This design comes from an exercise in tuning for small area on the open sky130 flow, not from production work.
Function was checked by simulation only, so behaviour that the tests miss may differ from the original.
The flow treats the clock pin as an ideal source, which a real chip does not have.
Power figures rest on the tool's default switching activity, not on a simulated workload.

## job 101
==> flow/design.v (excerpt) <==
module periph_top (
   input  logic                  clock,
   input  logic                  reset,
   input  periph_pkg::bus_addr_t addr,
   input  periph_pkg::bus_data_t wdata,
   input  logic                  readmem,
   input  logic                  writemem,
   input  logic                  readio,
   input  logic                  writeio,
   input  logic                  inta,
   input  periph_pkg::irq_vec_t  irq_lines,
   output periph_pkg::bus_data_t rdata,
   output logic                  intr,
   output periph_pkg::sel_vec_t  sel,
   output logic                  bootstrap
);
Size in the first run: ~25000 cells after synthesis, about 8300 flip-flops, roughly 53 I/O pins, ~270000 um^2 of cells after synthesis.
==> flow/config.mk <==
export PLATFORM = sky130hd
export DESIGN_NAME = periph_top
export DESIGN_NICKNAME = periph_top
export VERILOG_FILES = /design/flow/design.v
export SDC_FILE = /design/flow/constraint.sdc
export NUM_CORES = 8
export LEC_CHECK = 0
export CAP_MARGIN = 10
export CORE_MARGIN = 2
export CORE_UTILIZATION = 50
export PLACE_DENSITY = 0.6
export SLEW_MARGIN = 10
export SYNTH_HIERARCHICAL = 1
export SYNTH_MINIMUM_KEEP_SIZE = 0
==> flow/constraint.sdc <==
create_clock -name core_clock -period 10.0 [get_ports {clock}]
set_input_delay 2.0000 -clock core_clock [delete_from_list [all_inputs] [get_ports {clock}]]
set_output_delay 2.0000 -clock core_clock [all_outputs]
set_load 0.01 [all_outputs]
standard.sh (not shown) runs the stock make flow with config.mk's settings and CLKGATE_MAP_FILE= SYNTH_SCRIPT=/design/flow/synth_recipe.tcl, a recipe that flattens the netlist after the stock synthesis.
==> flow/flow/run.sh <==
#!/bin/bash
# Layout flow: the standard ORFS flow (standard.sh) with these changes:
# - clock tree: small leaf buffers, no dummy loads, slow leaves upsized after
#   CTS, then oversized signal cells shrunk (post_cts.tcl, downsize.tcl);
# - small port buffers.
# Runs in the work folder; the make output goes to flow_make.log there, and
# ORFS keeps each step's own log under orfs/logs.
set -euo pipefail
cd "$(dirname "$0")/.."
here=$(pwd)

cts_args="-sink_clustering_enable -repair_clock_nets -dont_use_dummy_load"
cts_args+=" -sink_clustering_size 10 -sink_clustering_max_diameter 50"
cts_args+=" -buf_list sky130_fd_sc_hd__clkbuf_4"

bash standard.sh \
  "CTS_ARGS=${cts_args}" \
  "POST_CTS_TCL=${here}/flow/post_cts.tcl" \
  "BUFFER_PORTS_ARGS=-buffer_cell sky130_fd_sc_hd__buf_1" \
  finish > flow_make.log 2>&1
==> flow/flow/downsize.tcl <==
# Greedy downsizing after clock tree synthesis: timing-driven placement and
# repair leave many buffers and gates larger than they need to be. Each
# signal cell with setup slack to spare (largest first) is stepped down to
# smaller sizes of its own function while, with the parasitics estimated
# again after each step, every pin it touches stays under 80% of the slew
# limit and the setup slack stays above a margin (the routed slack comes out
# about 1 ns below this placement estimate). Clock tree cells and registers
# are left alone. A fixed number of tries bounds the run (and keeps it
# repeatable).
proc ds_pin_slew {pin} {
  set s 0.0
  foreach e {rise fall} {
    set v [get_property $pin slew_max_$e]
    if {$v > $s} { set s $v }
  }
  return $s
}
proc ds_ok {inst slew_lim slack_min} {
  if {[sta::worst_slack_cmd max] < $slack_min * 1e-9} { return 0 }
  foreach out [get_pins -of_objects $inst -filter "direction==output"] {
    if {[get_property $out slack_max] < $slack_min} { return 0 }
    foreach p [get_pins -of_objects [get_nets -of_objects $out]] {
      if {[ds_pin_slew $p] > $slew_lim} { return 0 }
    }
  }
  foreach p [get_pins -of_objects $inst -filter "direction==input"] {
    if {[ds_pin_slew $p] > $slew_lim} { return 0 }
  }
  return 1
}
set slew_lim [expr {1.5 * 0.8}]
set slack_min 1.3
set max_tries 1100
set t_start [clock seconds]

# sizes of each function in the library
set ds_family [dict create]
foreach cell [get_lib_cells */sky130_fd_sc_hd__*] {
  set n [get_name $cell]
  if {![regexp {^(sky130_fd_sc_hd__[a-z0-9]+)_([0-9]+)$} $n -> base size]} { continue }
  if {[string match "*lpflow*" $n] || [string match "*probe*" $n]} { continue }
  dict lappend ds_family $base [list $n [get_property $cell area]]
}

estimate_parasitics -placement
set a0 [rsz::design_area]
set work {}
foreach inst [get_cells -hierarchical *] {
  set ref [get_property $inst ref_name]
  if {![regexp {^(sky130_fd_sc_hd__[a-z0-9]+)_([0-9]+)$} $ref -> base size]} { continue }
  if {[string match "sky130_fd_sc_hd__df*" $ref] || [string match "sky130_fd_sc_hd__clk*" $ref]} { continue }
  if {![dict exists $ds_family $base]} { continue }
  set area [get_property [get_lib_cells */$ref] area]
  set smaller {}
  foreach e [lsort -index 1 -real -decreasing [dict get $ds_family $base]] {
    if {[lindex $e 1] < $area - 0.01} { lappend smaller [lindex $e 0] }
  }
  if {![llength $smaller]} { continue }
  set slack 1e9
  foreach out [get_pins -of_objects $inst -filter "direction==output"] {
    set s [get_property $out slack_max]
    if {$s < $slack} { set slack $s }
  }
  if {$slack < $slack_min + 0.2} { continue }
  lappend work [list [get_full_name $inst] $ref $smaller $area]
}
set changed 0
set tries 0
foreach w [lsort -index 3 -real -decreasing $work] {
  if {$tries >= $max_tries} { break }
  lassign $w name ref smaller
  set inst [get_cells $name]
  set room 1
  foreach out [get_pins -of_objects $inst -filter "direction==output"] {
    if {[get_property $out slack_max] < $slack_min + 0.15} { set room 0 }
  }
  if {!$room} { continue }
  set best $ref
  foreach try $smaller {
    replace_cell $name $try
    estimate_parasitics -placement
    incr tries
    if {[ds_ok $inst $slew_lim $slack_min]} {
      set best $try
    } else {
      break
    }
  }
  if {$best ne [get_property $inst ref_name]} {
    replace_cell $name $best
    estimate_parasitics -placement
  }
  if {$best ne $ref} { incr changed }
}
puts "downsize: resized $changed of [llength $work] cells in $tries tries, [expr {[clock seconds] - $t_start}] s, area [format %.1f [expr {([rsz::design_area] - $a0) * 1e12}]] um2, worst slack [format %.3f [expr {[sta::worst_slack_cmd max] * 1e9}]] ns"
Other scripts of this flow, unchanged in this note and not shown: flow/flow/post_cts.tcl
[inputs] job 102 vs job 101
-- flow/flow/downsize.tcl --
<<< job 101, line 6
# limit and the setup slack stays above a margin (the routed slack comes out
# about 1 ns below this placement estimate). Clock tree cells and registers
# are left alone. A fixed number of tries bounds the run (and keeps it
# repeatable).
proc ds_pin_slew {pin} {
>>> job 102, line 6
# limit and the setup slack stays above a margin (the routed slack comes out
# up to about 0.7 ns below this placement estimate). Clock tree cells and
# registers are left alone. A time budget bounds the run.
proc ds_pin_slew {pin} {
<<< job 101, line 31
set slew_lim [expr {1.5 * 0.8}]
set slack_min 1.3
set max_tries 1100
set t_start [clock seconds]
>>> job 102, line 30
set slew_lim [expr {1.5 * 0.8}]
set slack_min 1.0
set budget_s 2400
set t_start [clock seconds]
<<< job 101, line 69
foreach w [lsort -index 3 -real -decreasing $work] {
  if {$tries >= $max_tries} { break }
  lassign $w name ref smaller
>>> job 102, line 68
foreach w [lsort -index 3 -real -decreasing $work] {
  if {[clock seconds] - $t_start > $budget_s} { break }
  lassign $w name ref smaller
==> notes.md <==
The share of total power consumed by net switching of job 101 and that of job 102 are within noise of each other. Per the comparison of job 102 with job 101, fraction of area in multi-input gates has remained practically unchanged; wire length has remained practically unchanged. Job 102 -> job 101: number of placed instances with taps included flat. Changes observed in job 102 relative to job 101: xor/xnor cell area share of the yosys netlist now sits at about the same level; wire length on met1 now sits higher; share of flip-flops with an asynchronous set or reset after synthesis now sits at about the same level; power about even. sky130_fd_sc_hd__or4_1 as the cell with the largest stage delay on the worst path was reported by job 101, and sky130_fd_sc_hd__buf_2 by job 102.

static timing again, ports no longer ideal:
The flow's constraints put no driver on any port. The routed layouts listed below were extracted and timed again, unchanged, in two steps.
Step 1 assumes that a clkbuf_16 drives the clock port and a buf_2 every other input.
Step 2 also shifts input and output timing later by t, the mid clock arrival at the registers, as if the neighbouring blocks saw the same clock.
Slacks: no drivers / after step 1 / after step 2; pairs: no drivers / after step 1.
run | shift t [ns] | slack for setup (ns) | hold WS [ns] | latest minus earliest clock arrival (ns) | pins driven straight from the clock port
job 101 | 1.932 | 0.842 / 0.925 / -1.007 | 0.305 / 0.218 / 0.445 | 0.218 / 0.218 | 1
job 102 | 1.938 | 0.480 / 0.566 / -1.372 | 0.288 / 0.201 / 0.414 | 0.238 / 0.239 | 1
With both steps, setup timing fails in job 101 and job 102, where it was met with ideal ports. The setup slack of job 102, which loses most, moves by +0.086 ns with the drivers and by -1.852 ns with both steps.
